This is an optimization exercise on Yosys and OpenROAD, whose aim is small area, a short achievable clock period and few clock cycles per item, not a production implementation. No functional check of the RTL was part of any run shown here. Power and IR drop assume default switching activity.

==> flow/design.v (outline; a module is shown in full before it is edited, if it fits) <==
// module conv_pair_top: 1134 lines
// module conv_fa: 10 lines
// module conv_sign_word: 29 lines
// module conv_nand2: 3 lines
// module conv_nor2: 3 lines
// module conv_xor2: 3 lines
// module conv_xnor2: 3 lines
// module conv_inv: 3 lines
// module conv_aoi21: 3 lines
// module conv_oai21: 3 lines
// module conv_mux2: 3 lines
// module conv_mux2i: 3 lines
module conv_pair_top (
    input  logic                 clk_i,
    input  logic                 reset_i,
    input  logic                 win_valid_i,
    input  logic [127:0]         win_i,            
    output logic                 credit_o,
    input  logic                 credit_i,
    output logic                 result_valid_o,
    output logic [31:0]          result_o          
);
  // ...
==> flow/flow/run.sh <==
#!/bin/bash
# Standard layout (the standard.sh, all ORFS steps), except that the port buffers are
# buf_1 cells instead of the delay buffers buffer_ports picks by default.
# Each tool's full output is in orfs/logs/; make's own output is in make.log.
set -euo pipefail
bash standard.sh BUFFER_PORTS_ARGS="-buffer_cell sky130_fd_sc_hd__buf_1" finish > make.log 2>&1
==> flow/standard.sh <==
#!/bin/bash
# synth_recipe.tcl (not shown) runs the flow's synth.tcl, then flattens the netlist and writes it again
# the make line also repeats each setting of config.mk as NAME=value (left out here)
make -C /OpenROAD-flow-scripts/flow DESIGN_CONFIG=/design/flow/config.mk WORK_HOME=/design/flow/orfs CLKGATE_MAP_FILE= SYNTH_SCRIPT=/design/flow/synth_recipe.tcl "${@:-finish}"
==> flow/config.mk <==
export PLATFORM = sky130hd
export DESIGN_NAME = conv_pair_top
export DESIGN_NICKNAME = conv_pair_top
export VERILOG_FILES = /design/flow/design.v
export SDC_FILE = /design/flow/constraint.sdc
export NUM_CORES = 4
export LEC_CHECK = 0
export CAP_MARGIN = 20
export CORE_MARGIN = 2
export CORE_UTILIZATION = 55
export CTS_BUF_LIST = sky130_fd_sc_hd__clkbuf_4 sky130_fd_sc_hd__clkbuf_8
export SETUP_SLACK_MARGIN = 5.0
export SLEW_MARGIN = 20
export SYNTH_HIERARCHICAL = 1
export SYNTH_MINIMUM_KEEP_SIZE = 0
==> flow/constraint.sdc <==
create_clock -name core_clock -period 10.0 [get_ports {clk_i}]
set_input_delay 2.0000 -clock core_clock [delete_from_list [all_inputs] [get_ports {clk_i}]]
set_output_delay 2.0000 -clock core_clock [all_outputs]
set_load 0.01 [all_outputs]
==> results.ini, run 1 <==
[status]
status=complete, no violations

[critical_path]
path_common_cell=fa_1
crit_end=entry[67]
crit_path_end_kind=flop
path_cells=buf_1 > fa_1 > fa_1 > fa_1 > nor2_1 > nor2_1 > nand2_1 > o21ai_1 > a21oi_2 > mux2i_1

[power_and_ir_drop]
p_per_area_nw_per_um2=277
power.internal_uw=1300
max-vdd-ir-drop_mv=0.0901

[logic_synthesis]
synth.distinct_cells=35
ys.flop_type=edfxtp_1
synth_most_common_cell=fa_1
synth_edf_count=68
synthMuxAreaShare_pct=5.60
ys_ff_latch=74

[layout]
seqCellArea_um2=2160
num_antenna_cells=0
regMostFlops=entry
clkbuf_count=9
largest_class=multi-input combinational cells
final_cell_area_um2=8650
multi_input_area_share_pct=60.4

[place]
placed_cells=1032
numPortBuffers=147

[global_route]
grt_use_met1_pct=32.5
grt_max_degree=39

[die]
taps=180
die-area_um2=15000

[sta]
rsz0062_at_grt=false
slew_headroom_pct=45.8

[clock_network]
cts_tree=done

[hold_path]
min_to=entry_valid[1]
hp-class=reg -> reg

[detailed_routing]
wire_per_inst_um=15.6
route.met3.wl_um=868

==> inputs of run 2 (changes only) <==
==> flow/flow/run.sh (replaced) <==
#!/bin/bash
set -euo pipefail
bash standard.sh SETUP_SLACK_MARGIN=5.3 BUFFER_PORTS_ARGS="-buffer_cell sky130_fd_sc_hd__buf_1" finish > make.log 2>&1
==> results.ini, run 2 <==
[detailed_routing]
first_iter_violations=239  ; was 255
ant_nets=0  ; unchanged
wire_per_inst_um=15.6  ; about the same
drt-total-wl_um=16400  ; about the same
vias=5442  ; was 5425
vias_per_cell=5.18  ; about the same
drc=0  ; unchanged
firstDrtPassIters=4  ; unchanged

[logic_synthesis]
postSynthCellCount=711  ; unchanged
synth.distinct_cells=35  ; unchanged
synth.top_cell.area_share_pct=30.1  ; unchanged
synth_top_area_cell=fa_1  ; unchanged
synth_edf_count=68  ; unchanged
synthTopCellsByCount=116 x fa_1, 84 x nor2_1, 68 x edfxtp_1, 65 x inv_1, 65 x nand2_1  ; unchanged
synth.area.top_cells=fa_1 30%, edfxtp_1 26%, xor2_1 6.1%  ; unchanged
netlist_area_um2=7730  ; unchanged
ys_warn_count=8  ; unchanged
synth_area_per_cell_um2=10.9  ; unchanged
ys_ff_latch=74  ; unchanged
ys_seq_area_share_pct=28.0  ; unchanged
ys.flop_type=edfxtp_1  ; unchanged
async_reset_ff_share_pct=0  ; unchanged
synth_most_common_cell=fa_1  ; unchanged

[hold_path]
hold_path_depth=2  ; unchanged
hp-class=reg -> reg  ; unchanged

[layout]
syn_to_final_growth_pct=13.3  ; was 12.0%
reg_top3=entry x68, entry_valid x2, out_credits x2  ; unchanged
largest_reg_flops=68  ; unchanged
final_common_cell=buf_1  ; unchanged
mostFrequentLayoutCells=130 x buf_1, 113 x fa_1, 73 x nor2_1  ; was 143 x buf_1, 116 x fa_1, 84 x nor2_1
drive_gt1_share_pct=14.1  ; was 10.0%
nets=1126  ; was 1124
regMostFlops=entry  ; unchanged
num_antenna_cells=0  ; unchanged

[critical_path]
timing.rr.end=out_credits[1]  ; unchanged
reg2reg_slack_ns=7.75  ; about the same
start_kind=primary input  ; unchanged
crit_path_end_kind=flop  ; unchanged
crit_end=entry[45]  ; was entry[67]
rr_startpoint=rd_ptr  ; unchanged
cp-startpoint=win_i[19]  ; was win_i[50]
worstRegToRegCells=8  ; unchanged
cp.required_ns=10.16  ; was 10.10 ns
critPathMaxFanout=3  ; was 4
worstSetupPathType=in -> reg  ; unchanged
cp.arrival_ns=4.76  ; was 4.86 ns

[sta]
fin_skew_ns=0.00857  ; was 0.00802 ns
finalHoldViolations=0  ; unchanged
maxSlewViolCount=0  ; unchanged
layout_min_cycle_time_ns=4.59  ; was 4.76 ns
fin_setup_tns_ns=0  ; unchanged
rsz0062_at_grt=false  ; unchanged
fin_ws_ns=5.41  ; was 5.24 ns
timing.hold.ws_ns=0.535  ; was 0.534 ns
max_freq_ghz=0.218  ; was 0.210 GHz
fin_crit_sh_pct=45.9  ; was 47.6%
slew_headroom_pct=45.9  ; was 45.8%
finalSetupViolations=0  ; unchanged
tightest_slew_ns=0.796  ; was 0.797 ns

[clock_network]
cts-root-buf=clkbuf_8  ; unchanged
clockBufferDepth=2  ; unchanged
clock_sinks=74  ; unchanged
clkTransAtPathRegs_ns=0.08  ; about the same
cts_buffers=9  ; unchanged
cts.hold.buffers_added=0  ; unchanged
cts_tree=done  ; unchanged
cts_max_level=3  ; unchanged
insertion_delay_ns=0.36  ; was 0.35 ns

[die]
die-area_um2=15000  ; unchanged
num_rows=43  ; unchanged
die_h_um=123  ; unchanged
io_pins=166  ; unchanged
core-area_um2=13800  ; unchanged
die_x_um=123  ; unchanged
initial_utilization_pct=55.9  ; unchanged

[power_and_ir_drop]
p_per_area_nw_per_um2=278  ; was 277 nW/um2
max-vdd-ir-drop_mv=0.0953  ; was 0.0901 mV
leakage_uw=0.00332  ; was 0.00327 uW

[global_route]
antenna_found_initial=1  ; was 0
overflow=0  ; unchanged
grt_max_degree=39  ; unchanged
grt_use_total_pct=23.3  ; unchanged
grt_pass1_wl_um=26900  ; unchanged
grt_pass1_vias=5702  ; unchanged

[place]
dp_slack_ns=4.77  ; unchanged
numPortBuffers=147  ; unchanged
dp_hpwl_um=14000  ; unchanged
gp_congestion=0.903  ; unchanged

[job]
cap_violations=0  ; unchanged

[status]
status=complete, no violations  ; unchanged

## run 2: layer usage
layer	GRT usage (%)	vias to the layer above	routed length, um
li1	-	2678	-
met1	32.5	2578	7490
met2	38.3	166	7680
met3	3.81	18	936
met4	6.03	2	249
met5	0	-	13
## run 2: Yosys stat by module (local to each module, per instance)
| module | copies in the design | flip-flops and latches | area [um2] |
|---|---|---|---|
| conv_aoi21 | 42 | 0 | 8.76 |
| conv_fa | 116 | 0 | 20.0 |
| conv_inv | 8 | 0 | 3.75 |
| conv_mux2i | 4 | 0 | 10.0 |
| conv_nand2 | 58 | 0 | 3.75 |
| conv_nor2 | 76 | 0 | 3.75 |
| conv_oai21 | 54 | 0 | 5.00 |
| conv_pair_top | 1 | 74 | 3330 |
| conv_sign_word | 2 | 0 | 160 |
| conv_xnor2 | 18 | 0 | 8.76 |
| conv_xor2 | 44 | 0 | 8.76 |
## run 2: kinds of logic after synthesis
logic type | count (synthesis) | share of synthesized area [%]
XOR/XNOR | 79 | 8.95
AND/OR/NAND/NOR | 165 | 8.44
flip-flops | 74 | 28.0
adder cells (fa/ha/maj) | 129 | 32.2
multiplexers | 40 | 5.60
other | 2 | 0.0972
AO/OA/AOI/OAI | 142 | 12.1
buffers and inverters | 80 | 4.71
## run 2: critical path, stage by stage
cell and delay [ns]:
buf_1 0.12, fa_1 0.57, fa_1 0.44, fa_1 0.56, nand2_1 0.09, o21ai_1 0.27
a21oi_2 0.12, buf_4 0.14, o21ai_1 0.15, a21oi_2 0.05, xnor2_1 0.25
## run 2: layout make-up
type	instances	area, um2
Multi-Input combinational cell	563	5300
Fill cell	1181	5070
Tap cell	180	225
Clock buffer	9	124
Timing Repair Buffer	152	613
Inverter	65	244
Clock inverter	7	91.3
Sequential cell	74	2160
## run 2: worst min path at each step
stage	start	to	slack (ns)
2_1_floorplan	entry_valid[1]	entry_valid[1]	0.47
3_3_place_gp	entry_valid[1]	entry_valid[1]	0.48
3_5_place_dp	entry_valid[1]	entry_valid[1]	0.53
4_1_cts	entry_valid[1]	entry_valid[1]	0.55
5_1_grt	entry_valid[1]	entry_valid[1]	0.54
6_report	entry_valid[1]	entry_valid[1]	0.53
## run 2: repair_timing
item	4_1_cts	5_1_grt
setup buffers	0	2
cloned	0	0
pin swaps	0	6
endpoints found under the setup margin	16	24
resized for setup	7	34
## run 2: per-stage QoR
stage	area [um2]	util, %	total power [uW]	cells
2_1_floorplan	7750	-	1800	717
3_3_place_gp	8430	61.0	2120	1032
3_5_place_dp	8430	61.0	2150	1032
4_1_cts	8660	62.6	2410	1048
5_1_grt	8760	63.3	2650	1050
6_report	8760	63.3	2440	1050
## run 2: power by group
| group | switching (uW) | total [uW] | internal, uW |
|---|---|---|---|
| Clock | 113 | 254 | 140 |
| Sequential | 27.4 | 599 | 572 |
| Combinational | 971 | 1580 | 613 |
| Total | 1110 | 2440 | 1320 |

-- port drivers added, routing unchanged --
The flow's constraints put no driver on any port. The routed layouts listed below were extracted and timed again, unchanged, in two steps. Step 1, drivers: a clkbuf_16 drives clk_i and a buf_2 each remaining input, both assumed. Step 2 also shifts input and output timing later by t, the mid clock arrival at the registers, as if the neighbouring blocks saw the same clock. Three values: ideal ports, drivers, drivers and shift; two values: the first two.
run | t (ns) | setup slack, ns | latest minus earliest clock arrival (ns) | worst register clock-pin slew, ns | worst slew at a driven data input, ns
run 1 | 0.387 | 5.238 / 5.250 / 4.863 | 0.008 / 0.008 | 0.08 / 0.08 | 0.06
run 2 | 0.387 | 5.406 / 5.412 / 5.025 | 0.009 / 0.008 | 0.08 / 0.08 | 0.06
After both steps setup and hold are still met in every run listed. For run 2, which loses most, drivers alone change the setup slack by +0.006 ns; drivers and shift together by -0.381 ns.
